This is an optimization exercise on Yosys and OpenROAD, whose aim is small area, not a production implementation. In this exercise RTL edits were held to simulation tests only and were not proved equivalent to the original. No activity file was given, so power comes from the tool's default toggle rates. The flow treats the clock pin as an ideal source, which a real chip does not have.

Design gdt_top, start of the top module:
module gdt_top (
  input  logic        clock,
  input  logic        reset,
  input  logic        enable,
  input  logic        RD0_WR1,
  input  logic [2:0]  guest_line,
  input  logic [2:0]  GDT_column,
  input  logic [31:0] i_data,
  output logic [31:0] o_data,
  output logic        o_valid,
  output logic        o_err,
  input  logic        clear_req,
  input  logic [2:0]  clear_guest,
  output logic        busy,
  output logic        clear_done,
  input  logic        lock_wr
);
  gdt_table_param #(
    .DATA_W (32),
    .GUESTS (6),
    .ENTRIES(8)
  ) u_table (
    .clock      (clock),
    .reset      (reset),
    .enable     (enable),
    .RD0_WR1    (RD0_WR1),
    .guest_line (guest_line),
    .GDT_column (GDT_column),
    .i_data     (i_data),
    .o_data     (o_data),
    .o_valid    (o_valid),
    .o_err      (o_err),
    .clear_req  (clear_req),
    .clear_guest(clear_guest),
    .busy       (busy),
    .clear_done (clear_done),
    .lock_wr    (lock_wr)
  );
endmodule
==> flow/config.mk <==
export PLATFORM = sky130hd
export DESIGN_NAME = gdt_top
export DESIGN_NICKNAME = gdt_top
export VERILOG_FILES = /design/flow/design.v
export SDC_FILE = /design/flow/constraint.sdc
export NUM_CORES = 8
export LEC_CHECK = 0
export CAP_MARGIN = 20
export CORE_MARGIN = 2
export CORE_UTILIZATION = 70
export CTS_CLUSTER_DIAMETER = 100
export CTS_CLUSTER_SIZE = 30
export SLEW_MARGIN = 20
export SYNTH_HIERARCHICAL = 1
==> flow/constraint.sdc <==
create_clock -name core_clock -period 8.0 [get_ports {clock}]
set_input_delay 1.6000 -clock core_clock [delete_from_list [all_inputs] [get_ports {clock}]]
set_output_delay 1.6000 -clock core_clock [all_outputs]
set_load 0.01 [all_outputs]
standard.sh (not shown) runs the stock make flow with config.mk's settings and CLKGATE_MAP_FILE= SYNTH_SCRIPT=/design/flow/synth_recipe.tcl, a recipe that flattens the netlist after the stock synthesis.
==> flow/flow/run.sh <==
#!/bin/bash
# Layout flow: the standard ORFS flow (standard.sh) with two changes:
#  * port buffers use the smallest buffer cell (buf_1) instead of the
#    resizer's default pick;
#  * clock tree synthesis does not insert dummy loads.
# Synthesis is the standard one (standard.sh synth), unchanged.
set -euo pipefail
export BUFFER_PORTS_ARGS="-buffer_cell sky130_fd_sc_hd__buf_1"
export CTS_ARGS="-sink_clustering_enable -repair_clock_nets -sink_clustering_size 30 -sink_clustering_max_diameter 100 -dont_use_dummy_load"
bash standard.sh synth > make_synth.log 2>&1
bash standard.sh floorplan > make_floorplan.log 2>&1
bash standard.sh place > make_place.log 2>&1
bash standard.sh cts > make_cts.log 2>&1
bash standard.sh route > make_route.log 2>&1
bash standard.sh finish > make_finish.log 2>&1
The first run finished clean.
Rerun with:
--- a/flow/flow/run.sh
+++ b/flow/flow/run.sh
@@ -4,3 +4,4 @@
 #    resizer's default pick;
-#  * clock tree synthesis does not insert dummy loads.
+#  * clock tree synthesis does not insert dummy loads;
+#  * after global routing, non-critical gates are downsized (RECOVER_POWER).
 # Synthesis is the standard one (standard.sh synth), unchanged.
@@ -9,2 +10,3 @@
 export CTS_ARGS="-sink_clustering_enable -repair_clock_nets -sink_clustering_size 30 -sink_clustering_max_diameter 100 -dont_use_dummy_load"
+export RECOVER_POWER=100
 bash standard.sh synth > make_synth.log 2>&1
After rerunning: The new run produced a layout that fails on capacitance limit, slew limit. Wire length hardly moves. Global-route usage stays the same. Non-clock buffer count does not change. Synthesized cell count is unchanged. Die area is unchanged. Utilization is lower by 0.60 points. Setup slack loses 1.3 ns. First-iteration DRC count is lower by a few percent. Sequential share of layout area is higher by 0.46 points. Worst hold slack hardly moves. Design area is lower slightly.
Rerun with:
==> flow/run.sh (new file) <==
#!/bin/bash
# synth_recipe.tcl (not shown) runs the flow's synth.tcl, then flattens the netlist and writes it again
# the make line also repeats each setting of config.mk as NAME=value (left out here)
make -C /OpenROAD-flow-scripts/flow DESIGN_CONFIG=/design/flow/config.mk WORK_HOME=/design/flow/orfs CLKGATE_MAP_FILE= SYNTH_SCRIPT=/design/flow/synth_recipe.tcl finish
CORE_UTILIZATION = 35   (was 70)
CTS_CLUSTER_DIAMETER = unset   (was 100)
CTS_CLUSTER_SIZE = unset   (was 30)
removed: flow/flow/run.sh
removed: flow/standard.sh
The new run went through all stages and came out clean; wire length came out higher by 13%; worst setup slack is better by 1.1 ns; total power rose by 33%.
Rerun with:
CORE_UTILIZATION = 70   (was 35)
CTS_CLUSTER_DIAMETER = 100   (was unset)
CTS_CLUSTER_SIZE = 30   (was unset)
Effect: Core utilization rises by 33 points; synthesized area is unchanged; wire length came out lower by 8.9%; synthesized cell count is unchanged; worst hold slack improves by 0.0032 ns; setup slack gains 0.044 ns.

The RTL this note starts from:
==> flow/design.v <==
module gdt_table_param #(
  parameter  int DATA_W  = 32,
  parameter  int GUESTS  = 8,
  parameter  int ENTRIES = 8,
  localparam int GW      = (GUESTS  > 1) ? $clog2(GUESTS)  : 1,
  localparam int EW      = (ENTRIES > 1) ? $clog2(ENTRIES) : 1
) (
  input  logic              clock,
  input  logic              reset,
  input  logic              enable,
  input  logic              RD0_WR1,
  input  logic [GW-1:0]     guest_line,
  input  logic [EW-1:0]     GDT_column,
  input  logic [DATA_W-1:0] i_data,
  output logic [DATA_W-1:0] o_data,
  output logic              o_valid,
  output logic              o_err,
  input  logic              clear_req,
  input  logic [GW-1:0]     clear_guest,
  output logic              busy,
  output logic              clear_done
  ,
  input  logic              lock_wr
);
  localparam int N = GUESTS * ENTRIES;
  logic              busy_q, done_q;
  logic [EW-1:0]     cnt_q;
  logic              pol_q;
  logic [DATA_W-1:0] data_q;
  logic              valid_q, err_q;
  logic              run_q;     
  logic [GW-1:0]     guest_q;   
  logic [N-1:0][DATA_W-1:0] mem_q;
  logic idle;
  assign idle = !busy_q;
  logic [GUESTS-1:0]  g_hit, c_g_hit;
  logic [ENTRIES-1:0] col_hit;
  always_comb begin
    for (int g = 0; g < GUESTS; g++) begin
      g_hit[g]   = (guest_line  == GW'(g));
      c_g_hit[g] = (clear_guest == GW'(g));
    end
    for (int c = 0; c < ENTRIES; c++) col_hit[c] = (GDT_column == EW'(c));
  end
  logic acc_in_range, clr_in_range;
  assign acc_in_range = |g_hit;
  assign clr_in_range = |c_g_hit;
  logic [GUESTS-1:0] lock_q;
  logic access, acc_locked, clr_locked;
  assign access     = idle && enable && !lock_wr;
  assign acc_locked = |(g_hit & lock_q);
  assign clr_locked = |(c_g_hit & lock_q);
  always_ff @(posedge clock or posedge reset) begin
    if (reset) lock_q <= '0;
    else begin
      for (int g = 0; g < GUESTS; g++)
        if (idle && lock_wr && g_hit[g]) lock_q[g] <= i_data[0];
    end
  end
  logic rd, rd_ok, wr, clr_go, clr_bad, clearing;
  assign rd      = access && !RD0_WR1;
  assign rd_ok   = rd && run_q;
  assign wr      = access && RD0_WR1;
  assign clr_go  = idle && clear_req && clr_in_range && !clr_locked;
  assign clr_bad = idle && clear_req && !(clr_in_range && !clr_locked);
  assign clearing = busy_q && !done_q;
  logic [GUESTS-1:0] g_wr, g_rdq, g_nzap;
  logic [N-1:0]      we_n, rel, sel, sel_n;
  always_comb begin
    for (int g = 0; g < GUESTS; g++) begin
      g_wr[g]   = wr && g_hit[g] && !lock_q[g];
      g_rdq[g]  = rd_ok && g_hit[g];
      g_nzap[g] = run_q && !(clearing && (guest_q == GW'(g)) && !pol_q);
    end
  end
  for (genvar e = 0; e < N; e++) begin : g_ctl
    gdt_nand2 u_we_n   (.a(g_wr[e / ENTRIES]),  .b(col_hit[e % ENTRIES]), .y(we_n[e]));
    gdt_nand2 u_rel    (.a(we_n[e]),            .b(g_nzap[e / ENTRIES]),  .y(rel[e]));
    gdt_nand2 u_sel_n  (.a(g_rdq[e / ENTRIES]), .b(col_hit[e % ENTRIES]), .y(sel_n[e]));
    gdt_inv u_sel  (.a(sel_n[e]),  .y(sel[e]));
  end
  logic [DATA_W-1:0] wdata, wdata_n;
  assign wdata_n = i_data ^ {DATA_W{pol_q}};
  for (genvar j = 0; j < DATA_W; j++) begin : g_wd
    gdt_inv u_wd (.a(wdata_n[j]), .y(wdata[j]));
  end
  for (genvar e = 0; e < N; e++) begin : g_word
    gdt_word #(.W(DATA_W)) u_word (
      .clock(clock), .rel(rel[e]), .we_n(we_n[e]), .d(wdata), .q(mem_q[e])
    );
  end
  localparam int NG = (N + 2) / 3;
  logic [3*NG-1:0]              sel_p;
  logic [3*NG-1:0][DATA_W-1:0]  mem_p;
  logic [NG-1:0][DATA_W-1:0]    grp_n;
  always_comb begin
    sel_p = '0;
    mem_p = '0;
    for (int e = 0; e < N; e++) begin
      sel_p[e] = sel[e];
      mem_p[e] = mem_q[e];
    end
  end
  for (genvar k = 0; k < NG; k++) begin : g_rd
    gdt_rd3 #(.W(DATA_W)) u_rd (
      .s0(sel_p[3*k]), .s1(sel_p[3*k+1]), .s2(sel_p[3*k+2]),
      .d0(mem_p[3*k]), .d1(mem_p[3*k+1]), .d2(mem_p[3*k+2]), .yn(grp_n[k])
    );
  end
  logic [DATA_W-1:0] rraw;
  logic              hit;
  always_comb begin
    rraw = data_q & {DATA_W{!rd}};
    for (int j = 0; j < NG; j++) rraw |= ~grp_n[j];
    hit = rd_ok && acc_in_range;
  end
  always_ff @(posedge clock or posedge reset) begin
    if (reset) begin
      busy_q  <= 1'b0;
      done_q  <= 1'b0;
      run_q   <= 1'b0;
      pol_q   <= 1'b0;
      data_q  <= '0;
      valid_q <= 1'b0;
      err_q   <= 1'b0;
    end else begin
      run_q   <= 1'b1;
      pol_q   <= !pol_q;
      data_q  <= rraw ^ {DATA_W{hit && !pol_q}};
      valid_q <= rd;
      err_q   <= (access && (!acc_in_range || (RD0_WR1 && acc_locked))) || clr_bad;
      if (idle) begin
        if (clear_req) begin
          busy_q <= 1'b1;
          done_q <= clr_bad;
        end
      end else if (!done_q) begin
        if (cnt_q == EW'(ENTRIES - 1)) done_q <= 1'b1;
      end else begin
        busy_q <= 1'b0;
        done_q <= 1'b0;
      end
    end
  end
  always_ff @(posedge clock) begin
    if (idle) begin
      guest_q <= clear_guest;
      cnt_q   <= '0;
    end else if (!done_q) begin
      cnt_q   <= cnt_q + 1'b1;
    end
  end
  assign o_data     = data_q;
  assign o_valid    = valid_q;
  assign o_err      = err_q;
  assign busy       = busy_q;
  assign clear_done = done_q;
endmodule
module gdt_word #(
  parameter int W = 32
) (
  input  logic         clock,
  input  logic         rel,
  input  logic         we_n,
  input  logic [W-1:0] d,
  output logic [W-1:0] q
);
  always_ff @(posedge clock) q <= ~((q | {W{rel}}) & ({W{we_n}} | d));
endmodule
module gdt_nand2 (
  input  logic a,
  input  logic b,
  output logic y
);
  assign y = ~(a & b);
endmodule
module gdt_inv (
  input  logic a,
  output logic y
);
  assign y = ~a;
endmodule
module gdt_rd3 #(
  parameter int W = 32
) (
  input  logic         s0, s1, s2,
  input  logic [W-1:0] d0, d1, d2,
  output logic [W-1:0] yn
);
  assign yn = ~(({W{s0}} & d0) | ({W{s1}} & d1) | ({W{s2}} & d2));
endmodule
module gdt_top (
  input  logic        clock,
  input  logic        reset,
  input  logic        enable,
  input  logic        RD0_WR1,
  input  logic [2:0]  guest_line,
  input  logic [2:0]  GDT_column,
  input  logic [31:0] i_data,
  output logic [31:0] o_data,
  output logic        o_valid,
  output logic        o_err,
  input  logic        clear_req,
  input  logic [2:0]  clear_guest,
  output logic        busy,
  output logic        clear_done,
  input  logic        lock_wr
);
  gdt_table_param #(
    .DATA_W (32),
    .GUESTS (6),
    .ENTRIES(8)
  ) u_table (
    .clock      (clock),
    .reset      (reset),
    .enable     (enable),
    .RD0_WR1    (RD0_WR1),
    .guest_line (guest_line),
    .GDT_column (GDT_column),
    .i_data     (i_data),
    .o_data     (o_data),
    .o_valid    (o_valid),
    .o_err      (o_err),
    .clear_req  (clear_req),
    .clear_guest(clear_guest),
    .busy       (busy),
    .clear_done (clear_done),
    .lock_wr    (lock_wr)
  );
endmodule
==> flow/config.mk <==
export PLATFORM = sky130hd
export DESIGN_NAME = gdt_top
export DESIGN_NICKNAME = gdt_top
export VERILOG_FILES = /design/flow/design.v
export SDC_FILE = /design/flow/constraint.sdc
export NUM_CORES = 8
export LEC_CHECK = 0
export CAP_MARGIN = 20
export CORE_MARGIN = 2
export CORE_UTILIZATION = 70
export CTS_CLUSTER_DIAMETER = 100
export CTS_CLUSTER_SIZE = 27
export SLEW_MARGIN = 20
export SYNTH_HIERARCHICAL = 1
==> flow/constraint.sdc <==
create_clock -name core_clock -period 8.0 [get_ports {clock}]
set_input_delay 1.6000 -clock core_clock [delete_from_list [all_inputs] [get_ports {clock}]]
set_output_delay 1.6000 -clock core_clock [all_outputs]
set_load 0.01 [all_outputs]
==> flow/flow/run.sh <==
#!/bin/bash
# Layout flow: the standard ORFS flow (standard.sh) with these changes:
#  * port buffers use the smallest buffer cell (buf_1) instead of the
#    resizer's default pick;
#  * after the placement resize step, flow/post_resize.tcl removes buffers
#    where a stronger cell of the driving gate is smaller than gate plus
#    buffer, and shrinks gates that only drive a buffer (flow/cells.tcl holds
#    the cells' areas and max capacitances, taken from the platform liberty);
#  * clock tree synthesis does not insert dummy loads.
# Synthesis is the standard one (standard.sh synth), unchanged.
set -euo pipefail
export BUFFER_PORTS_ARGS="-buffer_cell sky130_fd_sc_hd__buf_1"
export POST_RESIZE_TCL="$PWD/flow/post_resize.tcl"
export CTS_ARGS="-sink_clustering_enable -repair_clock_nets -sink_clustering_size 27 -sink_clustering_max_diameter 100 -dont_use_dummy_load"
bash standard.sh synth > make_synth.log 2>&1
bash standard.sh floorplan > make_floorplan.log 2>&1
bash standard.sh place > make_place.log 2>&1
bash standard.sh cts > make_cts.log 2>&1
bash standard.sh route > make_route.log 2>&1
bash standard.sh finish > make_finish.log 2>&1
Other scripts of this flow, unchanged in this note and not shown: flow/flow/cells.tcl, flow/flow/post_resize.tcl, flow/flow/unbuf.tcl
The baseline went through all stages and came out clean.
Next try:
--- a/flow/flow/run.sh
+++ b/flow/flow/run.sh
@@ -13,3 +13,3 @@
 export POST_RESIZE_TCL="$PWD/flow/post_resize.tcl"
-export CTS_ARGS="-sink_clustering_enable -repair_clock_nets -sink_clustering_size 27 -sink_clustering_max_diameter 100 -dont_use_dummy_load"
+export CTS_ARGS="-sink_clustering_enable -repair_clock_nets -sink_clustering_size 30 -sink_clustering_max_diameter 100 -dont_use_dummy_load"
 bash standard.sh synth > make_synth.log 2>&1
- CTS_CLUSTER_SIZE: 27 -> 30
Result: Total power falls by 1.9%; sequential share of layout area rises by 0.37 points; synthesized area is unchanged; core utilization falls by 0.44 points.

==> port drivers added, routing unchanged <==
Ports are ideal in the flow. The routed layouts listed here were re-timed in OpenROAD. Step 1: set_driving_cell puts a clkbuf_16 on clock and a buf_2 on each other input, an assumption about the parent block. Step 2 adds t to the input delays and takes it off the output delays; t is the mean of the earliest and latest rising clock arrival at the registers after step 1. Input paths then give back, and output paths get back, about the clock's delay inside the block. a / b / c = ideal ports / drivers / drivers and shift; a / b = the first two.
| run | t, ns | slack for setup (ns) | latest minus earliest clock arrival (ns) | worst register clock-pin slew, ns |
|---|---|---|---|---|
| the first run of note 1 | 0.774 | 2.573 / 2.629 / 1.855 | 0.072 / 0.072 | 0.12 / 0.12 |
| the second run of note 1 | 0.772 | 1.258 / 1.309 / 0.537 | 0.071 / 0.070 | 0.12 / 0.12 |
| the third run of note 1 | 0.873 | 2.402 / 2.458 / 1.584 | 0.044 / 0.043 | 0.07 / 0.07 |
| the fourth run of note 1 | 0.786 | 2.447 / 2.500 / 1.714 | 0.036 / 0.036 | 0.12 / 0.12 |
| the first run of note 2 | 0.714 | 1.985 / 2.039 / 1.324 | 0.050 / 0.049 | 0.11 / 0.11 |
| the second run of note 2 | 0.748 | 2.005 / 2.058 / 1.310 | 0.045 / 0.044 | 0.12 / 0.12 |
The setup slack of the third run of note 1, which loses most, moves by +0.056 ns with the drivers and by -0.818 ns with both steps.
